This design comes from an exercise in tuning for small area on the open sky130 flow, not from production work. At most, simulation tests tie the RTL to the original design; equivalence was not proved. No functional check of the RTL was part of runs 3 and 4. Power is estimated from default activity; no workload was simulated.

===== flow/config.mk =====
export PLATFORM = sky130hd
export DESIGN_NAME = color_tracker
export DESIGN_NICKNAME = color_tracker
export VERILOG_FILES = /design/flow/design.v
export SDC_FILE = /design/flow/constraint.sdc
export NUM_CORES = 4
export LEC_CHECK = 0
export CAP_MARGIN = 20
export CORE_MARGIN = 2
export CORE_UTILIZATION = 60
export CTS_CLUSTER_DIAMETER = 100
export CTS_CLUSTER_SIZE = 30
export PLACE_DENSITY = 0.75
export SLEW_MARGIN = 20
export SYNTH_HIERARCHICAL = 1

===== flow/constraint.sdc =====
create_clock -name core_clock -period 6.7 [get_ports {clk_pixel}]
set_input_delay 1.3400 -clock core_clock [delete_from_list [all_inputs] [get_ports {clk_pixel}]]
set_output_delay 1.3400 -clock core_clock [all_outputs]
set_load 0.01 [all_outputs]

===== flow/design.v =====
module color_convert (
  input  logic [15:0] pixel,
  input  logic        sel_cb,   
  output logic [7:0]  luma,
  output logic [7:0]  chroma
);
  logic [4:0] r5;
  logic [5:0] g6;
  logic [4:0] b5;
  logic [4:0] u5;
  logic [4:0] w5;
  logic [5:0] x6;
  assign r5 = pixel[15:11];
  assign g6 = pixel[10:5];
  assign b5 = pixel[4:0];
  assign u5 = sel_cb ? b5 : r5;
  assign w5 = sel_cb ? r5 : b5;
  assign x6 = sel_cb ? {r5, 1'b0} : g6;
  logic luma_s0, luma_c0;
  csa_fa luma_fa1 (.a(b5[0]), .b(g6[0]), .c(r5[0]), .s(luma_s0), .co(luma_c0));
  logic luma_s1, luma_c1;
  csa_fa luma_fa2 (.a(b5[1]), .b(g6[0]), .c(g6[1]), .s(luma_s1), .co(luma_c1));
  logic luma_s2, luma_c2;
  csa_fa luma_fa3 (.a(r5[1]), .b(luma_c0), .c(luma_s1), .s(luma_s2), .co(luma_c2));
  logic luma_s3, luma_c3;
  csa_fa luma_fa4 (.a(b5[0]), .b(b5[2]), .c(g6[1]), .s(luma_s3), .co(luma_c3));
  logic luma_s4, luma_c4;
  csa_fa luma_fa5 (.a(g6[2]), .b(r5[0]), .c(r5[2]), .s(luma_s4), .co(luma_c4));
  logic luma_s5, luma_c5;
  csa_fa luma_fa6 (.a(luma_c1), .b(luma_s3), .c(luma_s4), .s(luma_s5), .co(luma_c5));
  logic luma_s6, luma_c6;
  csa_fa luma_fa7 (.a(b5[0]), .b(b5[1]), .c(b5[3]), .s(luma_s6), .co(luma_c6));
  logic luma_s7, luma_c7;
  csa_fa luma_fa8 (.a(g6[0]), .b(g6[2]), .c(g6[3]), .s(luma_s7), .co(luma_c7));
  logic luma_s8, luma_c8;
  csa_fa luma_fa9 (.a(r5[0]), .b(r5[1]), .c(r5[3]), .s(luma_s8), .co(luma_c8));
  logic luma_s9, luma_c9;
  csa_fa luma_fa10 (.a(luma_c3), .b(luma_c4), .c(luma_s6), .s(luma_s9), .co(luma_c9));
  logic luma_s10, luma_c10;
  csa_fa luma_fa11 (.a(luma_s7), .b(luma_s8), .c(luma_c5), .s(luma_s10), .co(luma_c10));
  logic luma_s11, luma_c11;
  csa_fa luma_fa12 (.a(b5[0]), .b(b5[1]), .c(b5[2]), .s(luma_s11), .co(luma_c11));
  logic luma_s12, luma_c12;
  csa_fa luma_fa13 (.a(b5[4]), .b(g6[1]), .c(g6[3]), .s(luma_s12), .co(luma_c12));
  logic luma_s13, luma_c13;
  csa_fa luma_fa14 (.a(g6[4]), .b(r5[1]), .c(r5[2]), .s(luma_s13), .co(luma_c13));
  logic luma_s14, luma_c14;
  csa_fa luma_fa15 (.a(r5[4]), .b(luma_c6), .c(luma_c7), .s(luma_s14), .co(luma_c14));
  logic luma_s15, luma_c15;
  csa_fa luma_fa16 (.a(luma_c8), .b(luma_s11), .c(luma_s12), .s(luma_s15), .co(luma_c15));
  logic luma_s16, luma_c16;
  csa_fa luma_fa17 (.a(luma_s13), .b(luma_c9), .c(luma_s14), .s(luma_s16), .co(luma_c16));
  logic luma_s17, luma_c17;
  csa_fa luma_fa18 (.a(luma_s15), .b(luma_c10), .c(luma_s16), .s(luma_s17), .co(luma_c17));
  logic luma_s18, luma_c18;
  csa_fa luma_fa19 (.a(b5[1]), .b(b5[2]), .c(b5[3]), .s(luma_s18), .co(luma_c18));
  logic luma_s19, luma_c19;
  csa_fa luma_fa20 (.a(g6[2]), .b(g6[4]), .c(g6[5]), .s(luma_s19), .co(luma_c19));
  logic luma_s20, luma_c20;
  csa_fa luma_fa21 (.a(r5[2]), .b(r5[3]), .c(luma_c11), .s(luma_s20), .co(luma_c20));
  logic luma_s21, luma_c21;
  csa_fa luma_fa22 (.a(luma_c12), .b(luma_c13), .c(luma_s18), .s(luma_s21), .co(luma_c21));
  logic luma_s22, luma_c22;
  csa_fa luma_fa23 (.a(luma_s19), .b(luma_c14), .c(luma_c15), .s(luma_s22), .co(luma_c22));
  logic luma_s23, luma_c23;
  csa_fa luma_fa24 (.a(luma_s20), .b(luma_s21), .c(luma_c16), .s(luma_s23), .co(luma_c23));
  logic luma_s24, luma_c24;
  csa_fa luma_fa25 (.a(luma_s22), .b(luma_s23), .c(luma_c17), .s(luma_s24), .co(luma_c24));
  logic luma_s25, luma_c25;
  csa_fa luma_fa26 (.a(b5[2]), .b(b5[3]), .c(b5[4]), .s(luma_s25), .co(luma_c25));
  logic luma_s26, luma_c26;
  csa_fa luma_fa27 (.a(g6[0]), .b(g6[3]), .c(g6[5]), .s(luma_s26), .co(luma_c26));
  logic luma_s27, luma_c27;
  csa_fa luma_fa28 (.a(r5[0]), .b(r5[3]), .c(r5[4]), .s(luma_s27), .co(luma_c27));
  logic luma_s28, luma_c28;
  csa_fa luma_fa29 (.a(luma_c18), .b(luma_c19), .c(luma_s25), .s(luma_s28), .co(luma_c28));
  logic luma_s29, luma_c29;
  csa_fa luma_fa30 (.a(luma_s26), .b(luma_s27), .c(luma_c20), .s(luma_s29), .co(luma_c29));
  logic luma_s30, luma_c30;
  csa_fa luma_fa31 (.a(luma_c21), .b(luma_s28), .c(luma_c22), .s(luma_s30), .co(luma_c30));
  logic luma_s31, luma_c31;
  csa_fa luma_fa32 (.a(luma_s29), .b(luma_c23), .c(luma_s30), .s(luma_s31), .co(luma_c31));
  logic luma_s32, luma_c32;
  csa_fa luma_fa33 (.a(b5[3]), .b(b5[4]), .c(g6[1]), .s(luma_s32), .co(luma_c32));
  logic luma_s33, luma_c33;
  csa_fa luma_fa34 (.a(g6[4]), .b(r5[1]), .c(r5[4]), .s(luma_s33), .co(luma_c33));
  logic luma_s34, luma_c34;
  csa_fa luma_fa35 (.a(luma_c25), .b(luma_c26), .c(luma_c27), .s(luma_s34), .co(luma_c34));
  logic luma_s35, luma_c35;
  csa_fa luma_fa36 (.a(luma_s32), .b(luma_s33), .c(luma_c28), .s(luma_s35), .co(luma_c35));
  logic luma_s36, luma_c36;
  csa_fa luma_fa37 (.a(luma_s34), .b(luma_c29), .c(luma_s35), .s(luma_s36), .co(luma_c36));
  logic luma_s37, luma_c37;
  csa_fa luma_fa38 (.a(luma_c30), .b(luma_s36), .c(luma_c31), .s(luma_s37), .co(luma_c37));
  logic luma_s38, luma_c38;
  csa_fa luma_fa39 (.a(b5[4]), .b(g6[2]), .c(g6[5]), .s(luma_s38), .co(luma_c38));
  logic luma_s39, luma_c39;
  csa_fa luma_fa40 (.a(r5[2]), .b(luma_c32), .c(luma_c33), .s(luma_s39), .co(luma_c39));
  logic luma_s40, luma_c40;
  csa_fa luma_fa41 (.a(luma_s38), .b(luma_c34), .c(luma_s39), .s(luma_s40), .co(luma_c40));
  logic luma_s41, luma_c41;
  csa_fa luma_fa42 (.a(luma_c35), .b(luma_s40), .c(luma_c36), .s(luma_s41), .co(luma_c41));
  logic luma_s42, luma_c42;
  csa_fa luma_fa43 (.a(g6[3]), .b(r5[3]), .c(luma_c38), .s(luma_s42), .co(luma_c42));
  logic luma_s43, luma_c43;
  csa_fa luma_fa44 (.a(luma_c39), .b(luma_s42), .c(luma_c40), .s(luma_s43), .co(luma_c43));
  logic luma_s44, luma_c44;
  csa_fa luma_fa45 (.a(g6[4]), .b(r5[4]), .c(luma_c42), .s(luma_s44), .co(luma_c44));
  logic [12:0] luma_ra, luma_rb, luma_sum;
  assign luma_ra = {1'b0, g6[5], luma_s44, luma_s43, luma_s41, luma_s37, luma_c24, luma_s24, luma_s17, luma_s9, luma_c2, luma_s2, luma_s0};
  assign luma_rb = {1'b0, luma_c44, luma_c43, luma_c41, luma_c37, 1'b0, luma_s31, 1'b0, 1'b0, luma_s10, luma_s5, 1'b0, 1'b0};
  assign luma_sum = luma_ra + luma_rb;
  assign luma = {luma_sum[12], luma_sum[11], luma_sum[10], luma_sum[9], luma_sum[8], luma_sum[7], luma_sum[6], luma_sum[5]};
  logic chroma_s0, chroma_c0;
  csa_fa chroma_fa1 (.a(~g6[1]), .b(~w5[0]), .c(~x6[0]), .s(chroma_s0), .co(chroma_c0));
  logic chroma_s1, chroma_c1;
  assign chroma_s1 = 1'b1 ^ (~g6[0] ^ ~g6[2]);
  assign chroma_c1 = (1'b1 & ~g6[0]) | (~g6[2] & (1'b1 | ~g6[0]));
  logic chroma_s2, chroma_c2;
  csa_fa chroma_fa3 (.a(~w5[1]), .b(~x6[0]), .c(~x6[1]), .s(chroma_s2), .co(chroma_c2));
  logic chroma_s3, chroma_c3;
  csa_fa chroma_fa4 (.a(chroma_s1), .b(chroma_c0), .c(chroma_s2), .s(chroma_s3), .co(chroma_c3));
  logic chroma_s4, chroma_c4;
  csa_fa chroma_fa5 (.a(~g6[1]), .b(~g6[3]), .c(~w5[0]), .s(chroma_s4), .co(chroma_c4));
  logic chroma_s5, chroma_c5;
  csa_fa chroma_fa6 (.a(~w5[2]), .b(~x6[1]), .c(~x6[2]), .s(chroma_s5), .co(chroma_c5));
  logic chroma_s6, chroma_c6;
  csa_fa chroma_fa7 (.a(chroma_c1), .b(chroma_c2), .c(chroma_s4), .s(chroma_s6), .co(chroma_c6));
  logic chroma_s7, chroma_c7;
  csa_fa chroma_fa8 (.a(chroma_s5), .b(chroma_c3), .c(chroma_s6), .s(chroma_s7), .co(chroma_c7));
  logic chroma_s8, chroma_c8;
  assign chroma_s8 = 1'b1 ^ (~g6[0] ^ ~g6[2]);
  assign chroma_c8 = (1'b1 & ~g6[0]) | (~g6[2] & (1'b1 | ~g6[0]));
  logic chroma_s9, chroma_c9;
  csa_fa chroma_fa10 (.a(~g6[4]), .b(~w5[1]), .c(~w5[3]), .s(chroma_s9), .co(chroma_c9));
  logic chroma_s10, chroma_c10;
  csa_fa chroma_fa11 (.a(~x6[0]), .b(~x6[2]), .c(~x6[3]), .s(chroma_s10), .co(chroma_c10));
  logic chroma_s11, chroma_c11;
  csa_fa chroma_fa12 (.a(chroma_s8), .b(chroma_c4), .c(chroma_c5), .s(chroma_s11), .co(chroma_c11));
  logic chroma_s12, chroma_c12;
  csa_fa chroma_fa13 (.a(chroma_s10), .b(chroma_s9), .c(chroma_c6), .s(chroma_s12), .co(chroma_c12));
  logic chroma_s13, chroma_c13;
  csa_fa chroma_fa14 (.a(chroma_s11), .b(chroma_s12), .c(chroma_c7), .s(chroma_s13), .co(chroma_c13));
  logic chroma_s14, chroma_c14;
  csa_fa chroma_fa15 (.a(~g6[1]), .b(~g6[3]), .c(~g6[5]), .s(chroma_s14), .co(chroma_c14));
  logic chroma_s15, chroma_c15;
  csa_fa chroma_fa16 (.a(~w5[0]), .b(~w5[2]), .c(~w5[4]), .s(chroma_s15), .co(chroma_c15));
  logic chroma_s16, chroma_c16;
  csa_fa chroma_fa17 (.a(~x6[1]), .b(~x6[3]), .c(~x6[4]), .s(chroma_s16), .co(chroma_c16));
  logic chroma_s17, chroma_c17;
  csa_fa chroma_fa18 (.a(chroma_c8), .b(chroma_s14), .c(chroma_c10), .s(chroma_s17), .co(chroma_c17));
  logic chroma_s18, chroma_c18;
  csa_fa chroma_fa19 (.a(chroma_c9), .b(chroma_s15), .c(chroma_s16), .s(chroma_s18), .co(chroma_c18));
  logic chroma_s19, chroma_c19;
  csa_fa chroma_fa20 (.a(chroma_c11), .b(chroma_s17), .c(chroma_s18), .s(chroma_s19), .co(chroma_c19));
  logic chroma_s20, chroma_c20;
  csa_fa chroma_fa21 (.a(chroma_c12), .b(chroma_s19), .c(chroma_c13), .s(chroma_s20), .co(chroma_c20));
  logic chroma_s21, chroma_c21;
  csa_fa chroma_fa22 (.a(~g6[0]), .b(~g6[2]), .c(~g6[4]), .s(chroma_s21), .co(chroma_c21));
  logic chroma_s22, chroma_c22;
  csa_fa chroma_fa23 (.a(~w5[1]), .b(~w5[3]), .c(~x6[2]), .s(chroma_s22), .co(chroma_c22));
  logic chroma_s23, chroma_c23;
  csa_fa chroma_fa24 (.a(~x6[4]), .b(~x6[5]), .c(chroma_c14), .s(chroma_s23), .co(chroma_c23));
  logic chroma_s24, chroma_c24;
  csa_fa chroma_fa25 (.a(chroma_s21), .b(chroma_c15), .c(chroma_c16), .s(chroma_s24), .co(chroma_c24));
  logic chroma_s25, chroma_c25;
  csa_fa chroma_fa26 (.a(chroma_s22), .b(chroma_s23), .c(chroma_c17), .s(chroma_s25), .co(chroma_c25));
  logic chroma_s26, chroma_c26;
  csa_fa chroma_fa27 (.a(chroma_c18), .b(chroma_s24), .c(chroma_s25), .s(chroma_s26), .co(chroma_c26));
  logic chroma_s27, chroma_c27;
  csa_fa chroma_fa28 (.a(chroma_c19), .b(chroma_s26), .c(chroma_c20), .s(chroma_s27), .co(chroma_c27));
  logic chroma_s28, chroma_c28;
  assign chroma_s28 = 1'b1 ^ (~g6[1] ^ ~g6[3]);
  assign chroma_c28 = (1'b1 & ~g6[1]) | (~g6[3] & (1'b1 | ~g6[1]));
  logic chroma_s29, chroma_c29;
  csa_fa chroma_fa30 (.a(~g6[5]), .b(~w5[2]), .c(~w5[4]), .s(chroma_s29), .co(chroma_c29));
  logic chroma_s30, chroma_c30;
  csa_fa chroma_fa31 (.a(~x6[3]), .b(~x6[5]), .c(chroma_c21), .s(chroma_s30), .co(chroma_c30));
  logic chroma_s31, chroma_c31;
  csa_fa chroma_fa32 (.a(chroma_s28), .b(chroma_c22), .c(chroma_s29), .s(chroma_s31), .co(chroma_c31));
  logic chroma_s32, chroma_c32;
  csa_fa chroma_fa33 (.a(chroma_c23), .b(chroma_s30), .c(chroma_c24), .s(chroma_s32), .co(chroma_c32));
  logic chroma_s33, chroma_c33;
  csa_fa chroma_fa34 (.a(chroma_s31), .b(chroma_c25), .c(chroma_s32), .s(chroma_s33), .co(chroma_c33));
  logic chroma_s34, chroma_c34;
  csa_fa chroma_fa35 (.a(chroma_c26), .b(chroma_s33), .c(chroma_c27), .s(chroma_s34), .co(chroma_c34));
  logic chroma_s35, chroma_c35;
  csa_fa chroma_fa36 (.a(~g6[2]), .b(~g6[4]), .c(u5[0]), .s(chroma_s35), .co(chroma_c35));
  logic chroma_s36, chroma_c36;
  csa_fa chroma_fa37 (.a(~w5[3]), .b(~x6[4]), .c(chroma_c28), .s(chroma_s36), .co(chroma_c36));
  logic chroma_s37, chroma_c37;
  csa_fa chroma_fa38 (.a(chroma_c29), .b(chroma_s35), .c(chroma_c30), .s(chroma_s37), .co(chroma_c37));
  logic chroma_s38, chroma_c38;
  csa_fa chroma_fa39 (.a(chroma_s36), .b(chroma_c31), .c(chroma_s37), .s(chroma_s38), .co(chroma_c38));
  logic chroma_s39, chroma_c39;
  csa_fa chroma_fa40 (.a(chroma_c32), .b(chroma_s38), .c(chroma_c33), .s(chroma_s39), .co(chroma_c39));
  logic chroma_s40, chroma_c40;
  csa_fa chroma_fa41 (.a(~g6[3]), .b(~g6[5]), .c(u5[1]), .s(chroma_s40), .co(chroma_c40));
  logic chroma_s41, chroma_c41;
  csa_fa chroma_fa42 (.a(~w5[4]), .b(~x6[5]), .c(chroma_c35), .s(chroma_s41), .co(chroma_c41));
  logic chroma_s42, chroma_c42;
  csa_fa chroma_fa43 (.a(chroma_s40), .b(chroma_c36), .c(chroma_s41), .s(chroma_s42), .co(chroma_c42));
  logic chroma_s43, chroma_c43;
  csa_fa chroma_fa44 (.a(chroma_c37), .b(chroma_s42), .c(chroma_c38), .s(chroma_s43), .co(chroma_c43));
  logic chroma_s44, chroma_c44;
  csa_fa chroma_fa45 (.a(~g6[4]), .b(u5[2]), .c(chroma_c40), .s(chroma_s44), .co(chroma_c44));
  logic chroma_s45, chroma_c45;
  csa_fa chroma_fa46 (.a(chroma_c41), .b(chroma_s44), .c(chroma_c42), .s(chroma_s45), .co(chroma_c45));
  logic chroma_s46, chroma_c46;
  csa_fa chroma_fa47 (.a(~g6[5]), .b(u5[3]), .c(chroma_c44), .s(chroma_s46), .co(chroma_c46));
  logic [13:0] chroma_ra, chroma_rb, chroma_sum;
  assign chroma_ra = {1'b0, u5[4], chroma_s46, chroma_s45, chroma_s43, chroma_s39, chroma_s34, chroma_s27, chroma_s20, chroma_s13, chroma_s7, chroma_s3, chroma_s0, 1'b1};
  assign chroma_rb = {1'b0, chroma_c46, chroma_c45, chroma_c43, chroma_c39, chroma_c34, 1'b0, 1'b0, 1'b0, 1'b0, 1'b0, 1'b0, 1'b0, ~g6[0]};
  assign chroma_sum = chroma_ra + chroma_rb;
  assign chroma = {chroma_sum[13], chroma_sum[12], chroma_sum[11], chroma_sum[10], chroma_sum[9], chroma_sum[8], chroma_sum[7], chroma_sum[6]};
endmodule
module channel_threshold (
  input  logic [15:0] pixel,
  input  logic [7:0]  luma,
  input  logic [7:0]  chroma,    
  input  logic [2:0]  channel_sel,
  input  logic [7:0]  lower_bound,
  input  logic [7:0]  upper_bound,
  output logic [7:0]  channel,
  output logic        in_range
);
  always_comb begin
    case (channel_sel)
      3'b000:  channel = {pixel[10:5], 2'b00};   
      3'b001:  channel = {pixel[15:11], 3'b000};  
      3'b010:  channel = {pixel[4:0], 3'b000};   
      3'b100:  channel = luma;
      3'b101:  channel = chroma;  
      3'b110:  channel = chroma;  
      default: channel = '0;  
    endcase
  end
  assign in_range = (channel >= lower_bound) && (channel <= upper_bound);
endmodule
module csa_fa (
  input  logic a,
  input  logic b,
  input  logic c,
  output logic s,
  output logic co
);
  assign s  = a ^ (b ^ c);
  assign co = (a & b) | (c & (a | b));
endmodule
module csa_ha (
  input  logic a,
  input  logic b,
  output logic s,
  output logic co
);
  assign s  = a ^ b;
  assign co = a & b;
endmodule
module rc_add #(
  parameter int W = 8
) (
  input  logic [W-1:0] a,
  input  logic [W-1:0] b,
  input  logic         ci,
  output logic [W-1:0] s,
  output logic         co
);
  logic [W:0] c;
  assign c[0] = ci;
  for (genvar i = 0; i < W; i++) begin : g_bit
    csa_fa fa_i (.a(a[i]), .b(b[i]), .c(c[i]), .s(s[i]), .co(c[i+1]));
  end
  assign co = c[W];
endmodule
module rc_inc #(
  parameter int W = 8
) (
  input  logic [W-1:0] a,
  input  logic         ci,
  output logic [W-1:0] s,
  output logic         co
);
  logic [W:0] c;
  assign c[0] = ci;
  for (genvar i = 0; i < W; i++) begin : g_bit
    csa_ha ha_i (.a(a[i]), .b(c[i]), .s(s[i]), .co(c[i+1]));
  end
  assign co = c[W];
endmodule
module com_divider (
  input  logic [21:0] window,
  input  logic [21:0] divisor_n,  
  input  logic        lo_carry_q,  
  input  logic        enable,     
  output logic        lo_carry,   
  output logic [20:0] rem_next,   
  output logic        q_bit
);
  logic [10:0] lo_diff;
  logic [10:0] hi_diff;
  logic        hi_carry;   
  rc_add #(.W(11)) lo_i (.a(window[10:0]),  .b(divisor_n[10:0]),  .ci(1'b1),
                         .s(lo_diff), .co(lo_carry));
  rc_add #(.W(11)) hi_i (.a(window[21:11]), .b(divisor_n[21:11]), .ci(lo_carry_q),
                         .s(hi_diff), .co(hi_carry));
  assign q_bit    = enable && hi_carry;
  assign rem_next = q_bit ? {hi_diff[9:0], lo_diff} : window[20:0];
endmodule
module com_accumulator (
  input  logic        clk_pixel,
  input  logic        sys_rst,
  input  logic        mark,        
  input  logic        new_frame,
  input  logic [10:0] hcount,
  input  logic [9:0]  vcount,
  output logic [10:0] x_com,
  output logic [9:0]  y_com,
  output logic        com_valid
);
  localparam logic [5:0] X_STEPS = 6'd11;
  localparam logic [6:0] LAST    = 7'd84;  
  logic [31:0] x_sum;    
  logic [30:0] y_sum;
  logic [21:0] count_n;  
  logic        x_carry;  
  logic        y_carry;  
  logic        busy;
  logic [6:0]  step;       
  logic        lo_carry;
  logic        lo_carry_q;
  logic        mark_add;
  logic        last;
  logic        clear;
  logic        load;
  logic        keep;
  logic [10:0] h_add;
  logic [9:0]  v_add;
  logic [11:0] x_lo;
  logic        x_lo_co;
  logic [19:0] x_hi;
  logic [10:0] y_lo;
  logic        y_lo_co;
  logic [19:0] y_hi;
  logic [20:0] rem_next;
  logic        q_bit;
  assign mark_add = mark && !busy;
  assign h_add = mark_add ? hcount : '0;
  assign v_add = mark_add ? vcount : '0;
  rc_add #(.W(11)) x_lo_i (.a(x_sum[10:0]), .b(h_add), .ci(1'b0),
                           .s(x_lo[10:0]), .co(x_lo[11]));
  assign x_lo_co = x_lo[11] & x_sum[11];
  rc_inc #(.W(20)) x_hi_i (.a(x_sum[31:12]), .ci(x_carry), .s(x_hi), .co());
  rc_add #(.W(10)) y_lo_i (.a(y_sum[9:0]), .b(v_add), .ci(1'b0),
                           .s(y_lo[9:0]), .co(y_lo[10]));
  assign y_lo_co = y_lo[10] & y_sum[10];
  rc_inc #(.W(20)) y_hi_i (.a(y_sum[30:11]), .ci(y_carry), .s(y_hi), .co());
  com_divider div_i (
    .window    (x_sum[31:10]),
    .divisor_n (count_n),
    .lo_carry_q(lo_carry_q),
    .enable    ((step[6:1] < X_STEPS) || step[6]),
    .lo_carry  (lo_carry),
    .rem_next  (rem_next),
    .q_bit     (q_bit)
  );
  assign last  = (step == LAST);
  assign clear = sys_rst || (busy && last);
  always_ff @(posedge clk_pixel) begin
    if (clear) begin
      x_sum   <= '0;
      y_sum   <= '0;
      count_n <= '1;
      x_carry <= 1'b0;
      y_carry <= 1'b0;
    end else if (busy && step[0]) begin
      x_sum <= {rem_next, x_sum[9:0], y_sum[30]};
      y_sum <= {y_sum[29:0], q_bit};
    end else begin
      x_sum   <= {x_hi, x_lo[11] ^ x_sum[11], x_lo[10:0]};
      y_sum   <= {y_hi, y_lo[10] ^ y_sum[10], y_lo[9:0]};
      x_carry <= x_lo_co;
      y_carry <= y_lo_co;
      count_n <= count_n - 22'(mark_add);
    end
  end
  always_ff @(posedge clk_pixel) begin
    lo_carry_q <= lo_carry;
  end
  always_ff @(posedge clk_pixel) begin
    if (sys_rst) begin
      busy <= 1'b0;
      step <= '0;
    end else if (busy) begin
      busy <= !last;
      step <= last ? '0 : step + 1'b1;
    end else begin
      busy <= new_frame && (count_n != '1);
      step <= '0;
    end
  end
  assign load = busy && last && !sys_rst;
  assign keep = !(busy && last) && !sys_rst;
  always_ff @(posedge clk_pixel) begin
    x_com     <= (x_sum[10:0] & {11{load}}) | (x_com & {11{keep}});
    y_com     <= (y_sum[9:0] & {10{load}}) | (y_com & {10{keep}});
    com_valid <= load;
  end
endmodule
module overlay_mux (
  input  logic [15:0] bg_pix,
  input  logic        mask,
  input  logic [10:0] hcount,
  input  logic [9:0]  vcount,
  input  logic [1:0]  bg_sel,
  input  logic [1:0]  target_sel,
  input  logic [10:0] x_com,
  input  logic [9:0]  y_com,
  output logic [23:0] pixel_out
);
  logic [7:0]  gray;
  logic [23:0] bg;
  logic        on_cross;
  assign gray = bg_pix[7:0];
  always_comb begin
    case (bg_sel)
      2'b00:   bg = {bg_pix[15:11], 3'b000, bg_pix[10:5], 2'b00, bg_pix[4:0], 3'b000};
      2'b01:   bg = {gray, gray, gray};
      2'b10:   bg = {24{mask}};
      default: bg = mask ? 24'hFF00FF : {gray, gray, gray};
    endcase
  end
  assign on_cross = (target_sel == 2'b01) && ((hcount == x_com) || (vcount == y_com));
  assign pixel_out = on_cross ? 24'hFFFFFF : bg;
endmodule
module color_tracker #(
  parameter int SUM_BITS = 32  
) (
  input  logic        clk_pixel,
  input  logic        sys_rst,
  input  logic [15:0] pixel,
  input  logic [24:0] timing,
  input  logic [2:0]  channel_sel,
  input  logic [7:0]  lower_bound,
  input  logic [7:0]  upper_bound,
  input  logic [1:0]  bg_sel,
  input  logic [1:0]  target_sel,
  output logic [23:0] pixel_out,
  output logic [24:0] timing_out,
  output logic [10:0] x_com,
  output logic [9:0]  y_com,
  output logic        com_valid
);
  logic [15:0] pix_q1, pix_q2, pix_q3, pix_q4;
  logic [24:0] tim_q1, tim_q2, tim_q3, tim_q4, tim_q5;
  logic [3:0]  rst_hist;  
  logic [7:0]  luma, chroma, channel;
  logic        in_range;
  logic [15:0] bg_q;
  logic        mask_q;
  logic        sel_cb_q;  
  color_convert color_convert_i (
    .pixel  (pix_q4),
    .sel_cb (sel_cb_q),
    .luma   (luma),
    .chroma (chroma)
  );
  channel_threshold channel_threshold_i (
    .pixel       (pix_q4),
    .luma        (luma),
    .chroma      (chroma),
    .channel_sel (channel_sel),
    .lower_bound (lower_bound),
    .upper_bound (upper_bound),
    .channel     (channel),
    .in_range    (in_range)
  );
  always_ff @(posedge clk_pixel) begin
    pix_q1   <= pixel;
    pix_q2   <= pix_q1;
    pix_q3   <= pix_q2;
    pix_q4   <= pix_q3;
    tim_q1   <= timing;
    tim_q2   <= tim_q1;
    tim_q3   <= tim_q2;
    tim_q4   <= tim_q3;
    rst_hist <= {rst_hist[2:0], sys_rst};
    if (sys_rst || (rst_hist != '0)) tim_q5 <= '0;
    else tim_q5 <= tim_q4;
    mask_q   <= in_range;
    sel_cb_q <= channel_sel[1];  
    bg_q[15:8] <= pix_q4[15:8];
    if (bg_sel == 2'b00) bg_q[7:0] <= pix_q4[7:0];
    else if (bg_sel[1]) bg_q[7:0] <= luma;
    else bg_q[7:0] <= channel;
  end
  assign timing_out = tim_q5;
  com_accumulator com_accumulator_i (
    .clk_pixel (clk_pixel),
    .sys_rst   (sys_rst),
    .mark      (tim_q5[3] && mask_q),
    .new_frame (tim_q5[0]),
    .hcount    (tim_q5[24:14]),
    .vcount    (tim_q5[13:4]),
    .x_com     (x_com),
    .y_com     (y_com),
    .com_valid (com_valid)
  );
  overlay_mux overlay_mux_i (
    .bg_pix     (bg_q),
    .mask       (mask_q),
    .hcount     (tim_q5[24:14]),
    .vcount     (tim_q5[13:4]),
    .bg_sel     (bg_sel),
    .target_sel (target_sel),
    .x_com      (x_com),
    .y_com      (y_com),
    .pixel_out  (pixel_out)
  );
endmodule

===== flow/flow/run.sh =====
#!/bin/bash
# The standard layout (standard synthesis and ORFS flow), with one change:
# the port buffers use the smallest buffer cell instead of the default pick.
set -uo pipefail
export BUFFER_PORTS_ARGS="-buffer_cell sky130_fd_sc_hd__buf_1"
bash standard.sh finish > standard_flow.log 2>&1
status=$?
cp -r orfs/logs/sky130hd/color_tracker/base flow_logs 2>/dev/null || true
exit $status

===== flow/standard.sh =====
#!/bin/bash
# synth_recipe.tcl (not shown) runs the flow's synth.tcl, then flattens the netlist and writes it again
# the make line also repeats each setting of config.mk as NAME=value (left out here)
make -C /OpenROAD-flow-scripts/flow DESIGN_CONFIG=/design/flow/config.mk WORK_HOME=/design/flow/orfs CLKGATE_MAP_FILE= SYNTH_SCRIPT=/design/flow/synth_recipe.tcl "${@:-finish}"

==> flow_metrics.env, run 1 <==
export IMPL_crit_chain="buf_4 -> nand2b_1 -> fa_1 -> fa_1 -> fa_1 -> fa_1 -> fa_1 -> fa_1 -> fa_1 -> ha_1 -> a21oi_2 -> o31ai_4 -> o31a_1 -> a21o_1 -> mux2i_1 -> nor2_1 -> a21oi_1 -> a21oi_1 -> ha_1 -> nand4_1 -> nor3_2 -> nor2_1 -> a211oi_1"
export IMPL_cts_root_buf="clkbuf_16"
export IMPL_critical_path_depth=23
export IMPL_synthFlopType="dfxtp_1"
export IMPL_yosysWarnings=10
export IMPL_die_area_mm2=0.0260
export IMPL_max_stage_delay_ns=0.48
export IMPL_drv_cap=0
export IMPL_timing_rr_start="sel_cb_q"
export IMPL_critical_path_top_delay_family="adder cells"
export IMPL_synth_common_cells="dfxtp_1, nand2_1, fa_1"
export IMPL_antenna_found_initial=0
export IMPL_gp_congestion=0.912
export IMPL_port_buffers=136
export IMPL_min_from="pix_q3[2]"
export IMPL_path_class="flip-flop to flip-flop"
export IMPL_synth_avg_cell_area_um2=11.4
export IMPL_setup_tns_ns=0
export IMPL_layout_drive_gt1_share=0.0956
export IMPL_clock_sinks=329
export IMPL_cts_tree="done"
export IMPL_critPathCaptureType="flip-flop"
export IMPL_ctsHoldBuffers=0
export IMPL_reg2reg_depth=23
export IMPL_synthCells=1301
export IMPL_hold_violations=0
export IMPL_hpwl_mm=21.9
export IMPL_area_delta_synth_final_pct=8.89
export IMPL_dieHeight_um=161
export IMPL_drt_pass1_iter_count=5
export IMPL_fp_coreArea_mm2=0.0243
export IMPL_synth_seq_cells=329
export IMPL_critPathBufInv=1
export IMPL_synth_edf_count=0
export IMPL_drv_slew=0
export IMPL_outcome="no timing/DRC/antenna violations"
export IMPL_cp_start_kind="flip-flop"
export IMPL_required_ns=7.10
export IMPL_critPathMaxFanout=5
export IMPL_yosys_area_top_type="dfxtp_1"
export IMPL_initial_utilization=0.610
export IMPL_ys_seq_area_frac=0.444
export IMPL_setup_viol=0
export IMPL_synth_most_common_cell="dfxtp_1"
export IMPL_viasPerCell=5.38
export IMPL_n_antenna_cell=0
export IMPL_drc_errors=0
export IMPL_fin_crit_sh=0.956
export IMPL_ant_nets=0
export IMPL_async_reset_ff_frac=0
export IMPL_holdPathStages=0
export IMPL_startpoint="sel_cb_q"
export IMPL_rows=57
export IMPL_ys_types=72
export IMPL_peakVddDrop_mv=0.297
export IMPL_grt_max_degree=65
export IMPL_placed_cells=1738
export IMPL_htree_levels=1
export IMPL_grt_total_usage=0.231
export IMPL_worstMarginPinSlew_ns=1.09
export IMPL_p_leak_nw=6.75
export IMPL_cts_buffers_inserted=15
export IMPL_cp_arrival_ns=6.80
export IMPL_io_pins=137
export IMPL_grt_pass1_wl_mm=48.3
export IMPL_finalNonFillerCells=1757
export IMPL_crit_slowest_cell="fa_1"
export IMPL_netlist_area_mm2=0.0148
export IMPL_clk_path_buf_depth=3
export IMPL_cp_common_cell="fa_1"
export IMPL_grt_setup_unrepaired="false"
export IMPL_dr_total_vias=9452
export IMPL_synth_area_top_cells="dfxtp_1, fa_1, ha_1"
export IMPL_clock_latency_ns=0.50
export IMPL_wl_per_cell_um=16.8
export IMPL_fin_crit_ns=6.40
export IMPL_grt_pass1_vias=9348
export IMPL_first_iter_violations=739
export IMPL_hold_class="flip-flop to flip-flop"
export IMPL_nNetsFinal=1704
export IMPL_synth_top_area_frac=0.444
export IMPL_relSlewSlack=0.276
export IMPL_fmax_mhz=156
export IMPL_die_w_um=161
export IMPL_fin_skew_ns=0.0256
export IMPL_wl_mm=29.5
export IMPL_clkTransAtPathRegs_ns=0.11
export IMPL_grt_overflow_total=0
export IMPL_power_density_mw_per_mm2=313
[registers in the layout, summed over array words and instances (netlist names), 4 cells and up]
name,cells
bg_q,16
com_accumulator_i.count_n,22
com_accumulator_i.step,7
com_accumulator_i.x_com,11
com_accumulator_i.x_sum,32
com_accumulator_i.y_com,10
com_accumulator_i.y_sum,31
pix_q1,16
pix_q2,16
pix_q3,16
pix_q4,16
rst_hist,4
tim_q1,25
tim_q2,25
tim_q3,25
tim_q4,25
tim_q5,25
[per-module statistics from Yosys, one instance, submodules excluded, a selection]
| module | cells inside | copies in the design | cell area, µm² | flip-flops and latches |
|---|---|---|---|---|
| channel_threshold | 111 | 1 | 763 | 0 |
| color_convert | 85 | 1 | 698 | 0 |
| color_tracker | 270 | 1 | 4750 | 211 |
| com_accumulator | 526 | 1 | 4480 | 118 |
| com_divider | 26 | 1 | 344 | 0 |
| csa_ha | 1 | 40 | 12.5 | 0 |
| overlay_mux | 111 | 1 | 659 | 0 |
[metrics by stage]
step           setup slack, ns  total power [W]  hold WS (ns)  instance area [µm²]  utilization
5_1_grt                 0.0272          0.00536         0.306                16200        0.665
4_1_cts                 0.0534          0.00503         0.303                16100        0.663
3_5_place_dp             0.138          0.00401         0.312                15700        0.646
6_report                 0.298          0.00506         0.302                16200        0.665
3_3_place_gp             0.301          0.00395         0.310                15700        0.646
2_1_floorplan            0.295          0.00351         0.310                14800            -
[worst register-to-register path, stage by stage (launching register included)]
cell and delay (ns):
dfxtp_2 0.38, buf_4 0.16, nand2b_1 0.22, fa_1 0.45, fa_1 0.42, fa_1 0.48
fa_1 0.42, fa_1 0.40, fa_1 0.41, fa_1 0.38, ha_1 0.24, a21oi_2 0.20
o31ai_4 0.12, o31a_1 0.28, a21o_1 0.20, mux2i_1 0.13, nor2_1 0.06, a21oi_1 0.15
a21oi_1 0.13, ha_1 0.38, nand4_1 0.14, nor3_2 0.23, nor2_1 0.06, a211oi_1 0.26
[logic make-up (layout without fill, tap and decap cells)]
logic type,Yosys count,in the layout,share of synthesized area
muxes,57,57,0.0454
adders and majority gates,207,207,0.241
buffers and inverters,96,227,0.0332
other,2,3,0.000506
and+or+nand+nor,370,370,0.130
xor gates and xnor gates,47,47,0.0277
DFF,329,329,0.444
AOI/OAI and AO/OA,193,193,0.0785
[power breakdown]
part	switching [W]	leakage (nW)	internal, W
registers	0.0000474	2.72	0.00205
logic	0.00115	3.83	0.000791
clock network	0.000602	0.203	0.000422
total	0.00180	6.75	0.00326
[cell type report]
type / count / area, µm²
inverters: 36 / 135
multi-input cells: 877 / 7820
repair buffers: 172 / 795
clock inverters: 4 / 45.0
flip-flops and latches: 329 / 6590
clock buffers: 15 / 375
well taps: 324 / 405
fillers: 1893 / 8150
[layer usage]
layer | up-vias | global-route usage | part of all wire
met1 | 4597 | 0.333 | 0.46
li1 | 4588 | - | -
met3 | 43 | 0.0298 | 0.046
met5 | - | 0 | 0
met2 | 224 | 0.378 | 0.47
met4 | 0 | 0.0515 | 0.021
[final timing paths]
| check | to | slack [ns] |
|---|---|---|
| max | mask_q | 0.30 |
| min reg2reg | pix_q4[2] | 0.30 |
| max reg2reg | mask_q | 0.30 |
| min | pix_q4[2] | 0.30 |
[cell usage in the layout, fill, tap and decap left out, types with 3 or more instances in the layout]
cell,synthesis,layout
a211oi_1,4,4
a21o_1,6,6
a21oi_1,112,110
a21oi_2,1,3
a22o_1,21,21
and2_1,26,25
and3_1,12,12
buf_1,2,135
buf_4,5,35
clkbuf_16,0,15
conb_1,2,3
dfxtp_1,329,328
fa_1,132,132
ha_1,75,75
inv_1,35,35
mux2_2,7,7
mux2_4,19,19
mux2i_1,31,28
nand2_1,191,190
nand2_2,2,3
nand2b_1,7,7
nand3_1,9,9
nand4_1,11,11
nor2_1,38,37
nor2b_1,3,3
nor3_1,14,13
nor3b_1,8,7
nor3b_2,20,21
nor4_1,3,3
o21ai_0,26,26
o21ai_1,6,6
or4_1,5,5
xnor2_1,29,29
xor2_1,18,18
[timing repair]
item | in CTS | in global routing
resized for setup | 0 | 9
hold endpoints to repair | 0 | 0
setup endpoints to repair | 0 | 1
setup buffers | 0 | 0
==> run 2: changes to the inputs <==
--- a/flow/config.mk
+++ b/flow/config.mk
@@ -7,9 +7,9 @@
 export LEC_CHECK = 0
 export CAP_MARGIN = 20
 export CORE_MARGIN = 2
-export CORE_UTILIZATION = 60
+export CORE_UTILIZATION = 40
 export CTS_CLUSTER_DIAMETER = 100
 export CTS_CLUSTER_SIZE = 30
-export PLACE_DENSITY = 0.75
+export PLACE_DENSITY = 0.6
 export SLEW_MARGIN = 20
 export SYNTH_HIERARCHICAL = 1
==> run 2 against run 1 <==
Compared with the run above: area after synthesis unchanged; total power down 0.25%; critical path type unchanged; critical endpoint unchanged; wire length up 3.5%; first-iteration DRC count down 35%; global-route usage down 6.8 points; core utilization down 22 points; largest cell class unchanged; synthesized cell count unchanged; still clean.
==> flow_metrics.env, run 2 <==
export IMPL_drc_errors=0
export IMPL_crit_slowest_cell="fa_1"
export IMPL_outcome="no timing/DRC/antenna violations"
export IMPL_synth_edf_count=0
export IMPL_grt_overflow_total=0
export IMPL_utilization=0.447
export IMPL_hold_violations=0
export IMPL_fin_hold_ws_ns=0.321
export IMPL_yosysWarnings=10
export IMPL_fin_skew_ns=0.0295
export IMPL_largest_register_ffs=32
export IMPL_finalNonFillerCells=1901
export IMPL_switching_share=0.353
export IMPL_viasPerCell=4.89
export IMPL_regMostFlops="com_accumulator_i.x_sum"
export IMPL_max_stage_delay_ns=0.46
export IMPL_critPathBufInv=1
export IMPL_cts_buffers_inserted=15
export IMPL_synth_common_cells="dfxtp_1, nand2_1, fa_1"
export IMPL_setup_tns_ns=0
export IMPL_peakVddDrop_mv=0.232
export IMPL_rows=70
export IMPL_cts_tree="done"
export IMPL_n_antenna_cell=0
export IMPL_wl_mm=30.5
export IMPL_yosys_area_top_type="dfxtp_1"
export IMPL_nNetsFinal=1704
export IMPL_internal_power_w=0.00326
export IMPL_fill_cells=3473
export IMPL_fin_crit_ns=6.33
export IMPL_clock_latency_ns=0.52
export IMPL_final_cell_mix="dfxtp_1, nand2_1, buf_1"
export IMPL_power_density_mw_per_mm2=308
export IMPL_worstMarginPinSlew_ns=0.948
export IMPL_clk_path_buf_depth=3
export IMPL_power_frac_seq=0.417
export IMPL_cp_start_kind="flip-flop"
export IMPL_drv_cap=0
export IMPL_switchingPower_w=0.00178
export IMPL_synth_avg_cell_area_um2=11.4
export IMPL_relSlewSlack=0.368
export IMPL_p_leak_nw=6.76
export IMPL_synth_area_top_cells="dfxtp_1, fa_1, ha_1"
export IMPL_fp_coreArea_mm2=0.0366
export IMPL_io_pins=137
export IMPL_grt_max_degree=72
export IMPL_comb_power_share=0.376
export IMPL_fmax_mhz=158
export IMPL_grt_total_usage=0.163
export IMPL_critPathCaptureType="flip-flop"
export IMPL_layout_drive_gt1_share=0.0956
export IMPL_path_class="flip-flop to flip-flop"
export IMPL_synthFlopType="dfxtp_1"
export IMPL_cp_common_cell="fa_1"
export IMPL_placed_cells=1882
export IMPL_grt_setup_unrepaired="false"
export IMPL_dieHeight_um=197
export IMPL_synth_top_area_frac=0.444
export IMPL_pwr_share_clk=0.206
export IMPL_crit_chain="buf_6 -> nand2b_2 -> fa_1 -> fa_1 -> fa_1 -> fa_1 -> fa_1 -> fa_1 -> fa_1 -> ha_1 -> nand2_1 -> o31ai_4 -> o31a_1 -> a21o_1 -> mux2i_1 -> nor2_1 -> a21oi_1 -> a21oi_1 -> ha_1 -> nand4_1 -> nor3_2 -> nor2_1 -> a211oi_1"
export IMPL_synth_seq_cells=329
export IMPL_ys_seq_area_frac=0.444
export IMPL_hpwl_mm=22.9
export IMPL_cp_arrival_ns=6.76
export IMPL_clock_sinks=329
export IMPL_drt_pass1_iter_count=5
export IMPL_final_common_cell="dfxtp_1"
export IMPL_wl_per_cell_um=16.0
export IMPL_die_w_um=197
export IMPL_fin_area_mm2=0.0164
export IMPL_grt_pass1_wl_mm=50.5
export IMPL_synthCells=1301
export IMPL_clkTransAtPathRegs_ns=0.12
export IMPL_port_buffers=136
export IMPL_drv_slew=0
export IMPL_reg_top3="com_accumulator_i.x_sum: 32 flops, com_accumulator_i.y_sum: 31 flops"
export IMPL_grt_pass1_vias=9476
export IMPL_netlist_area_mm2=0.0148
export IMPL_synth_most_common_cell="dfxtp_1"
export IMPL_hold_class="flip-flop to flip-flop"
export IMPL_setup_viol=0
export IMPL_ant_nets=0
export IMPL_gp_congestion=0.839
export IMPL_critPathMaxFanout=12
export IMPL_antenna_found_initial=0
export IMPL_required_ns=7.13
export IMPL_placed_area_mm2=0.0159
export IMPL_die_area_mm2=0.0387
export IMPL_fin_crit_sh=0.944
export IMPL_first_iter_violations=478
export IMPL_ys_types=72
export IMPL_dr_total_vias=9288
export IMPL_async_reset_ff_frac=0
export IMPL_critical_path_top_delay_family="adder cells"
export IMPL_initial_utilization=0.406
export IMPL_post_cts_buffers=0
export IMPL_htree_levels=1
export IMPL_cts_root_buf="clkbuf_16"
export IMPL_area_delta_synth_final_pct=10.2
## run 2: path summary, 6_finish.rpt
| kind | from | end | slack (ns) | cells past startpoint |
|---|---|---|---|---|
| worst max-delay path | sel_cb_q | mask_q | 0.37 | 23 |
| worst min-delay path | pix_q1[6] | pix_q2[6] | 0.32 | 0 |
| worst max register to register | sel_cb_q | mask_q | 0.37 | 23 |
| worst min register to register | pix_q1[6] | pix_q2[6] | 0.32 | 0 |
## run 2: routing by layer
metal  up-vias  share of wire  global-route usage
met5         -              0                   0
met4         0          0.020              0.0309
met3        35          0.037              0.0188
met2       165           0.48               0.274
met1      4506           0.46               0.229
li1       4582              -                   -
## run 2: Yosys stat by module, one instance, submodules excluded, a selection
module / flip-flops and latches / times used / area (µm²)
csa_ha: 0 / 40 / 12.5
color_convert: 0 / 1 / 698
channel_threshold: 0 / 1 / 763
csa_fa: 0 / 132 / 20.0
com_accumulator: 118 / 1 / 4480
color_tracker: 211 / 1 / 4750
overlay_mux: 0 / 1 / 659
com_divider: 0 / 1 / 344
## run 2: final cells by class
type	count	area, µm²	share of cell area
multi-input cells	877	7830	0.479
flip-flops and latches	329	6590	0.403
repair buffers	172	786	0.0480
well taps	468	586	0.0358
clock buffers	16	379	0.0232
inverters	36	135	0.00826
clock inverters	3	47.5	0.00291
## run 2: kinds of logic after synthesis
group	synth area share
simple gates	0.130
mux	0.0454
flops	0.444
other cells	0.000506
xor+xnor	0.0277
compound gates	0.0785
buf+inv	0.0332
fa+ha+maj	0.241
## run 2: repair_timing
item / in CTS / in global routing
hold buffers: 0 / 0
endpoints found under the setup margin: 0 / 1
resized for setup: 0 / 12
## run 2: power by group through the flow
stage	Combinational [W]	Sequential [W]	Clock, W
after floorplan	0.00139	0.00213	0
after global placement	0.00181	0.00215	0
after detailed placement	0.00185	0.00215	0
after CTS	0.00186	0.00210	0.00108
after global routing	0.00212	0.00211	0.00115
final	0.00190	0.00210	0.00104
## run 2: through the flow
| step | setup slack [ns] | total power [W] |
|---|---|---|
| 2_1_floorplan | 0.295 | 0.00351 |
| 3_3_place_gp | 0.330 | 0.00395 |
| 3_5_place_dp | 0.219 | 0.00400 |
| 4_1_cts | 0.176 | 0.00505 |
| 5_1_grt | 0.00463 | 0.00538 |
| 6_report | 0.374 | 0.00504 |
==> run 3: changes to the inputs <==
--- a/flow/design.v
+++ b/flow/design.v
@@ -235,7 +235,13 @@
       default: channel = '0;  
     endcase
   end
-  assign in_range = (channel >= lower_bound) && (channel <= upper_bound);
+  function automatic logic ge8(input logic [7:0] a, input logic [7:0] b);
+    logic c;
+    c = 1'b1;
+    for (int i = 0; i < 8; i++) c = (a[i] & ~b[i]) | (c & (a[i] | ~b[i]));
+    ge8 = c;
+  endfunction
+  assign in_range = ge8(channel, lower_bound) && ge8(upper_bound, channel);
 endmodule
 module csa_fa (
   input  logic a,
==> flow/flow/run.sh (replaced) <==
#!/bin/bash
# The standard layout (standard synthesis and ORFS flow), with two changes:
# the port buffers use the smallest buffer cell instead of the default pick,
# and after the post-placement repair, cells on paths with slack are downsized.
set -uo pipefail
export BUFFER_PORTS_ARGS="-buffer_cell sky130_fd_sc_hd__buf_1"
export POST_RESIZE_TCL="$PWD/flow/recover.tcl"
bash standard.sh finish > standard_flow.log 2>&1
==> flow/flow/recover.tcl (new file) <==
# after global placement and its design repair: give back area on paths with
# timing slack by downsizing cells
puts "recover: area before [sta::format_area [rsz::design_area] 0]"
repair_timing -recover_power 100 -verbose
puts "recover: area after [sta::format_area [rsz::design_area] 0]"
==> run 3 against run 2 <==
Compared with the run above: setup slack improved by 0.041 ns; first-iteration DRC count fell by 6.1%; maximum frequency rose by 0.65%; combinational power barely moved; via count rose by 0.16%; total power rose by 2.2%; clock-buffer cell count rose by 2; core utilization fell by 0.11 points; critical endpoint unchanged; highest routed layer is now met5.
==> flow_metrics.env, run 3 <==
export IMPL_outcome="no timing/DRC/antenna violations"
export IMPL_cp_start_kind="flip-flop"
export IMPL_drt_pass1_iter_count=5
export IMPL_path_class="flip-flop to flip-flop"
export IMPL_grt_pass1_wl_mm=50.4
export IMPL_drv_slew=0
export IMPL_post_cts_buffers=0
export IMPL_ys_seq_area_frac=0.444
export IMPL_worstMarginPinSlew_ns=0.866
export IMPL_cp_arrival_ns=6.72
export IMPL_hold_class="flip-flop to flip-flop"
export IMPL_async_reset_ff_frac=0
export IMPL_reg2reg_depth=20
export IMPL_fin_skew_ns=0.0250
export IMPL_required_ns=7.13
export IMPL_fin_area_mm2=0.0163
export IMPL_drv_cap=0
export IMPL_wl_per_cell_um=16.4
export IMPL_n_antenna_cell=0
export IMPL_peakVddDrop_mv=0.196
export IMPL_synth_seq_cells=329
export IMPL_fin_crit_sh=0.938
export IMPL_io_pins=137
export IMPL_fp_coreArea_mm2=0.0366
export IMPL_regMostFlops="com_accumulator_i.x_sum"
export IMPL_power_density_mw_per_mm2=316
export IMPL_critical_path_endpoint="mask_q"
export IMPL_final_common_cell="dfxtp_1"
export IMPL_grt_overflow_total=0
export IMPL_timing_rr_start="sel_cb_q"
export IMPL_drc_errors=0
export IMPL_crit_slowest_cell="dfxtp_2"
export IMPL_viasPerCell=4.92
export IMPL_first_iter_violations=449
export IMPL_crit_chain="mux2i_1 -> fa_1 -> fa_1 -> fa_1 -> fa_1 -> fa_1 -> fa_1 -> fa_1 -> ha_1 -> nand2_1 -> o31ai_2 -> a21oi_1 -> xnor2_1 -> mux2i_1 -> mux4_2 -> nor2_1 -> maj3_1 -> a211oi_1 -> o22ai_1 -> nor3_2"
export IMPL_yosysWarnings=10
export IMPL_clk_path_buf_depth=3
export IMPL_setup_viol=0
export IMPL_port_buffers=136
export IMPL_area_delta_synth_final_pct=9.97
export IMPL_synth_area_top_cells="dfxtp_1, fa_1, ha_1"
export IMPL_nNetsFinal=1673
export IMPL_cts_buffers_inserted=16
export IMPL_setup_tns_ns=0
export IMPL_finalPower_w=0.00515
export IMPL_rows=70
export IMPL_ys_types=90
export IMPL_hpwl_mm=23.1
export IMPL_cts_tree="done"
export IMPL_synth_top_area_frac=0.444
export IMPL_wl_mm=31.0
export IMPL_die_w_um=197
export IMPL_antenna_found_initial=1
export IMPL_critPathMaxFanout=11
export IMPL_gp_congestion=0.833
export IMPL_hold_violations=0
export IMPL_htree_levels=1
export IMPL_fmax_mhz=159
export IMPL_max_stage_delay_ns=0.53
export IMPL_clkTransAtPathRegs_ns=0.11
export IMPL_rrSetupSlack_ns=0.42
export IMPL_dr_total_vias=9303
export IMPL_largest_register_ffs=32
export IMPL_layout_drive_gt1_share=0.0880
export IMPL_die_area_mm2=0.0386
export IMPL_clock_sinks=329
export IMPL_placed_cells=1864
export IMPL_fin_crit_ns=6.28
export IMPL_final_cell_mix="dfxtp_1, nand2_1, buf_1"
export IMPL_cts_root_buf="clkbuf_16"
export IMPL_clock_latency_ns=0.52
export IMPL_synth_avg_cell_area_um2=11.5
export IMPL_reg_top3="com_accumulator_i.x_sum: 32 flops, com_accumulator_i.y_sum: 31 flops"
export IMPL_placed_area_mm2=0.0157
export IMPL_grt_setup_unrepaired="false"
export IMPL_startpoint="sel_cb_q"
export IMPL_cp_common_cell="fa_1"
export IMPL_critPathCaptureType="flip-flop"
export IMPL_dieHeight_um=197
export IMPL_initial_utilization=0.405
export IMPL_relSlewSlack=0.422
export IMPL_synthCells=1286
export IMPL_netlist_area_mm2=0.0148
export IMPL_synth_most_common_cell="dfxtp_1"
export IMPL_ctsHoldBuffers=0
export IMPL_synth_edf_count=0
export IMPL_synthFlopType="dfxtp_1"
export IMPL_timing_rr_end="mask_q"
export IMPL_grt_max_degree=59
export IMPL_finalNonFillerCells=1889
export IMPL_p_leak_nw=6.64
export IMPL_yosys_area_top_type="dfxtp_1"
export IMPL_grt_total_usage=0.163
export IMPL_cts_resized=0
export IMPL_synth_common_cells="dfxtp_1, nand2_1, fa_1"
export IMPL_grt_pass1_vias=9312
export IMPL_ant_nets=0
==> run 3: area by class of cell <==
cell class | instances | area [µm²]
Tap cell | 468 | 586
Clock buffer | 18 | 439
Clock inverter | 5 | 75.1
Inverter | 34 | 128
Fill cell | 3402 | 20300
Multi-Input combinational cell | 864 | 7730
Timing Repair Buffer | 171 | 769
Sequential cell | 329 | 6590
==> run 3: how the worst min path moves through the flow <==
stage	from	depth (start not counted)	endpoint	slack, ns
floorplan	pix_q1[0]	0	pix_q2[0]	0.31
global placement	tim_q1[1]	0	tim_q2[1]	0.31
detailed placement	pix_q1[11]	0	pix_q2[11]	0.31
CTS	pix_q3[15]	0	pix_q4[15]	0.33
global route	pix_q2[13]	0	pix_q3[13]	0.33
finish	pix_q2[13]	0	pix_q3[13]	0.33
==> run 3: worst max-delay path: cells and delay by family (launching register included) <==
family,cells,cell delay [ns]
AOI/OAI and AO/OA,4,0.79
DFF,1,0.53
adders and majority gates,9,3.64
xor gates and xnor gates,1,0.15
muxes,3,0.80
and+or+nand+nor,3,0.31
==> run 3: routing by layer <==
metal / GRT usage / share of wire / vias up
met3: 0.0245 / 0.045 / 40
met2: 0.260 / 0.45 / 166
met1: 0.232 / 0.48 / 4536
li1: - / - / 4559
met4: 0.0418 / 0.023 / 2
met5: 0 / 0.00039 / -
==> run 3: logic make-up (layout without fill, tap and decap cells) <==
group | after synthesis | after routing | share of synthesized area
mux | 56 | 56 | 0.0465
xor+xnor | 48 | 48 | 0.0283
other cells | 2 | 3 | 0.000506
compound gates | 193 | 193 | 0.0864
buf+inv | 94 | 228 | 0.0323
flops | 329 | 329 | 0.444
simple gates | 371 | 371 | 0.133
fa+ha+maj | 193 | 193 | 0.229
==> run 3: report_power, final <==
part	internal, W	switching [W]
clock	0.000496	0.000646
combinational	0.000801	0.00111
sequential	0.00205	0.0000508
==> run 3: Yosys stat by module, one instance, submodules excluded, a selection <==
module | cells | area (µm²) | times used
com_divider | 26 | 344 | 1
csa_fa | 1 | 20.0 | 132
overlay_mux | 111 | 659 | 1
csa_ha | 1 | 12.5 | 40
channel_threshold | 96 | 754 | 1
com_accumulator | 526 | 4480 | 1
color_convert | 85 | 698 | 1
color_tracker | 270 | 4750 | 1
==> run 3: stage by stage <==
stage | util | setup slack [ns] | hold WS, ns
after floorplan | - | 0.357 | 0.310
after global placement | 0.433 | 0.378 | 0.310
after detailed placement | 0.429 | 0.122 | 0.312
after CTS | 0.443 | 0.101 | 0.328
after global routing | 0.446 | 0.0820 | 0.331
final | 0.446 | 0.415 | 0.327
==> run 4: changes to the inputs <==
--- a/flow/design.v
+++ b/flow/design.v
@@ -293,25 +293,6 @@
   end
   assign co = c[W];
 endmodule
-module com_divider (
-  input  logic [21:0] window,
-  input  logic [21:0] divisor_n,  
-  input  logic        lo_carry_q,  
-  input  logic        enable,     
-  output logic        lo_carry,   
-  output logic [20:0] rem_next,   
-  output logic        q_bit
-);
-  logic [10:0] lo_diff;
-  logic [10:0] hi_diff;
-  logic        hi_carry;   
-  rc_add #(.W(11)) lo_i (.a(window[10:0]),  .b(divisor_n[10:0]),  .ci(1'b1),
-                         .s(lo_diff), .co(lo_carry));
-  rc_add #(.W(11)) hi_i (.a(window[21:11]), .b(divisor_n[21:11]), .ci(lo_carry_q),
-                         .s(hi_diff), .co(hi_carry));
-  assign q_bit    = enable && hi_carry;
-  assign rem_next = q_bit ? {hi_diff[9:0], lo_diff} : window[20:0];
-endmodule
 module com_accumulator (
   input  logic        clk_pixel,
   input  logic        sys_rst,
@@ -333,6 +314,9 @@
   logic        busy;
   logic [6:0]  step;       
   logic        lo_carry;
+  logic [10:0] lo_diff;
+  logic [10:0] hi_diff;
+  logic        hi_carry;   
   logic        lo_carry_q;
   logic        mark_add;
   logic        last;
@@ -360,15 +344,12 @@
                            .s(y_lo[9:0]), .co(y_lo[10]));
   assign y_lo_co = y_lo[10] & y_sum[10];
   rc_inc #(.W(20)) y_hi_i (.a(y_sum[30:11]), .ci(y_carry), .s(y_hi), .co());
-  com_divider div_i (
-    .window    (x_sum[31:10]),
-    .divisor_n (count_n),
-    .lo_carry_q(lo_carry_q),
-    .enable    ((step[6:1] < X_STEPS) || step[6]),
-    .lo_carry  (lo_carry),
-    .rem_next  (rem_next),
-    .q_bit     (q_bit)
-  );
+  rc_add #(.W(11)) div_lo_i (.a(x_sum[20:10]), .b(count_n[10:0]), .ci(1'b1),
+                             .s(lo_diff), .co(lo_carry));
+  rc_add #(.W(11)) div_hi_i (.a(x_sum[31:21]), .b(count_n[21:11]), .ci(lo_carry_q),
+                             .s(hi_diff), .co(hi_carry));
+  assign q_bit    = ((step[6:1] < X_STEPS) || step[6]) && hi_carry;
+  assign rem_next = q_bit ? {hi_diff[9:0], lo_diff} : x_sum[30:10];
   assign last  = (step == LAST);
   assign clear = sys_rst || (busy && last);
   always_ff @(posedge clk_pixel) begin
==> run 4 against run 3 <==
Compared with the run above: maximum frequency fell by 1.1%; critical endpoint unchanged; critical path type unchanged; non-clock buffer count fell by 3; hold slack worse by 0.0049 ns.
==> flow_metrics.env, run 4 <==
export IMPL_path_class="flip-flop to flip-flop"
export IMPL_fin_crit_sh=0.948
export IMPL_placed_area_mm2=0.0156
export IMPL_post_cts_buffers=0
export IMPL_async_reset_ff_frac=0
export IMPL_largest_register_ffs=32
export IMPL_finalNonFillerCells=1883
export IMPL_critPathMaxFanout=6
export IMPL_p_leak_nw=6.54
export IMPL_yosys_area_top_type="dfxtp_1"
export IMPL_die_w_um=196
export IMPL_drt_pass1_iter_count=4
export IMPL_drv_cap=0
export IMPL_drc_errors=0
export IMPL_power_density_mw_per_mm2=317
export IMPL_switchingPower_w=0.00180
export IMPL_rows=70
export IMPL_post_place_ws_ns=0.180
export IMPL_synth_seq_cells=329
export IMPL_initial_utilization=0.403
export IMPL_fin_crit_ns=6.35
export IMPL_comb_power_share=0.378
export IMPL_synth_edf_count=0
export IMPL_reg_top3="com_accumulator_i.x_sum: 32 flops, com_accumulator_i.y_sum: 31 flops"
export IMPL_port_buffers=136
export IMPL_fp_coreArea_mm2=0.0364
export IMPL_required_ns=7.15
export IMPL_fin_area_mm2=0.0162
export IMPL_hold_class="flip-flop to flip-flop"
export IMPL_synthCells=1289
export IMPL_viasPerCell=4.96
export IMPL_worstMarginPinSlew_ns=0.945
export IMPL_netlist_area_mm2=0.0147
export IMPL_final_common_cell="dfxtp_1"
export IMPL_antenna_found_initial=0
export IMPL_hpwl_mm=23.3
export IMPL_wl_per_cell_um=16.6
export IMPL_power_frac_seq=0.409
export IMPL_io_pins=137
export IMPL_drv_slew=0
export IMPL_grt_pass1_vias=9395
export IMPL_critPathBufInv=1
export IMPL_grt_setup_unrepaired="false"
export IMPL_synth_top_area_frac=0.448
export IMPL_clkTransAtPathRegs_ns=0.11
export IMPL_ant_nets=0
export IMPL_gp_congestion=0.877
export IMPL_n_antenna_cell=0
export IMPL_placed_cells=1860
export IMPL_cp_start_kind="flip-flop"
export IMPL_hold_violations=0
export IMPL_fmax_mhz=157
export IMPL_setup_viol=0
export IMPL_synth_most_common_cell="dfxtp_1"
export IMPL_die_area_mm2=0.0383
export IMPL_max_stage_delay_ns=0.47
export IMPL_pwr_share_clk=0.213
export IMPL_final_cell_mix="dfxtp_1, nand2_1, buf_1"
export IMPL_htree_levels=1
export IMPL_cts_root_buf="clkbuf_16"
export IMPL_grt_pass1_wl_mm=51.0
export IMPL_wl_mm=31.3
export IMPL_outcome="no timing/DRC/antenna violations"
export IMPL_grt_max_degree=65
export IMPL_synth_common_cells="dfxtp_1, nand2_1, fa_1"
export IMPL_cts_buffers_inserted=15
export IMPL_peakVddDrop_mv=0.271
export IMPL_critPathCaptureType="flip-flop"
export IMPL_clk_path_buf_depth=3
export IMPL_synth_area_top_cells="dfxtp_1, fa_1, ha_1"
export IMPL_clock_latency_ns=0.51
export IMPL_cp_common_cell="fa_1"
export IMPL_layout_drive_gt1_share=0.0806
export IMPL_ys_seq_area_frac=0.448
export IMPL_regMostFlops="com_accumulator_i.x_sum"
export IMPL_crit_slowest_cell="fa_1"
export IMPL_nNetsFinal=1668
export IMPL_switching_share=0.352
export IMPL_crit_chain="buf_4 -> mux2i_2 -> fa_1 -> fa_1 -> fa_1 -> fa_1 -> fa_1 -> fa_1 -> fa_1 -> ha_1 -> nand2_1 -> o31ai_2 -> a21oi_1 -> xnor2_1 -> mux2i_1 -> mux4_2 -> nor2_1 -> maj3_1 -> a211oi_2 -> o22ai_1 -> nor3_2"
export IMPL_synth_avg_cell_area_um2=11.4
export IMPL_grt_total_usage=0.165
export IMPL_fin_skew_ns=0.0231
export IMPL_yosysWarnings=10
export IMPL_cp_arrival_ns=6.81
export IMPL_area_delta_synth_final_pct=9.95
export IMPL_ys_types=87
export IMPL_internal_power_w=0.00331
export IMPL_cts_tree="done"
export IMPL_critical_path_top_delay_family="adder cells"
export IMPL_relSlewSlack=0.370
export IMPL_utilization=0.443
export IMPL_dr_total_vias=9341
export IMPL_setup_ws_ns=0.347
export IMPL_first_iter_violations=461
export IMPL_setup_tns_ns=0
export IMPL_dieHeight_um=196
export IMPL_synthFlopType="dfxtp_1"
export IMPL_clock_sinks=329
export IMPL_grt_overflow_total=0
run 4: cell types whose count changed in the layout (fill, tap and decap cells not counted), moves of 3 or more:
cell | before | now
mux2_4 | 6 | 1
nand3_1 | 11 | 16
or4_1 | 5 | 2
a21oi_1 | 96 | 116
o21ai_0 | 27 | 46
nand2_1 | 193 | 173
mux2_1 | 15 | 1
nor3_1 | 12 | 9
xor2_1 | 18 | 21
run 4: modules after synthesis (local to each module, per instance), a selection:
module             cells inside  area [µm²]  times used  flops+latches
color_tracker               270        4750           1            211
com_accumulator             555        4690           1            118
channel_threshold            96         754           1              0
color_convert                85         698           1              0
overlay_mux                 111         659           1              0
csa_fa                        1        20.0         132              0
csa_ha                        1        12.5          40              0
run 4: timing repair:
item                       in CTS  in global routing
resized for setup               0                  7
setup endpoints to repair       0                  1
hold buffers                    0                  0
run 4: worst paths after layout:
path	cells past startpoint	endpoint	startpoint	slack [ns]
min reg2reg	0	pix_q3[6]	pix_q2[6]	0.32
max reg2reg	21	mask_q	sel_cb_q	0.35
min	0	pix_q3[6]	pix_q2[6]	0.32
max	21	mask_q	sel_cb_q	0.35
run 4: power groups by stage:
stage	Clock, W	Sequential (W)	Combinational [W]
2_1_floorplan	0	0.00213	0.00142
3_3_place_gp	0	0.00214	0.00191
3_5_place_dp	0	0.00214	0.00192
4_1_cts	0.00113	0.00209	0.00193
5_1_grt	0.00120	0.00211	0.00214
6_report	0.00109	0.00209	0.00193
run 4: kinds of logic (layout without fill, tap and decap cells):
| logic type | count (synthesis) | after routing | share of synthesized area |
|---|---|---|---|
| AOI/OAI and AO/OA | 234 | 234 | 0.102 |
| DFF | 329 | 329 | 0.448 |
| other | 2 | 3 | 0.000511 |
| buffers and inverters | 97 | 222 | 0.0338 |
| xor gates and xnor gates | 49 | 49 | 0.0292 |
| adders and majority gates | 193 | 193 | 0.232 |
| and+or+nand+nor | 350 | 350 | 0.128 |
| muxes | 35 | 35 | 0.0260 |
run 4: area by class of cell:
type                    count  area (µm²)
clock buffers              17         393
fillers                  3426       20300
clock inverters             4        73.8
inverters                  33         124
flip-flops and latches    329        6590
repair buffers            168         759
well taps                 468         586
multi-input cells         864        7640
run 4: through the flow:
stage                     total power (W)  hold slack [ns]
final                             0.00511            0.322
after detailed placement          0.00406            0.312
after floorplan                   0.00355            0.310
after CTS                         0.00516            0.328
after global routing              0.00545            0.334
after global placement            0.00405            0.311
run 4: metal layers:
layer,part of all wire,global-route usage
met4,0.028,0.0460
met5,0,0
met1,0.48,0.234
met3,0.029,0.0170
met2,0.47,0.270

## static timing again, ports no longer ideal
The flow's constraints put no driver on any port. The routed layouts listed below were extracted and timed again, unchanged, in two steps.
Step 1 sets driving cells, clkbuf_16 on the clock port and buf_2 on the other inputs (assumed; they add their load-dependent delay and slew).
Step 2 also shifts input and output timing later by t, the mid clock arrival at the registers, as if the neighbouring blocks saw the same clock.
Slacks: ideal ports / drivers / drivers and shift; pairs: ideal ports / drivers.
run | t (ns) | setup WS [ns] | worst setup path at the end | slew at the worst register clock pin (ns) | cell pins on the clock port's net
run 1 | 0.540 | 0.298 / 0.298 / 0.298 | register to register | 0.12 / 0.12 | 1
run 2 | 0.556 | 0.374 / 0.374 / 0.374 | register to register | 0.12 / 0.12 | 1
run 3 | 0.560 | 0.415 / 0.415 / 0.415 | register to register | 0.11 / 0.11 | 1
run 4 | 0.542 | 0.347 / 0.347 / 0.347 | register to register | 0.11 / 0.11 | 1
After both steps every run listed still meets setup and hold.
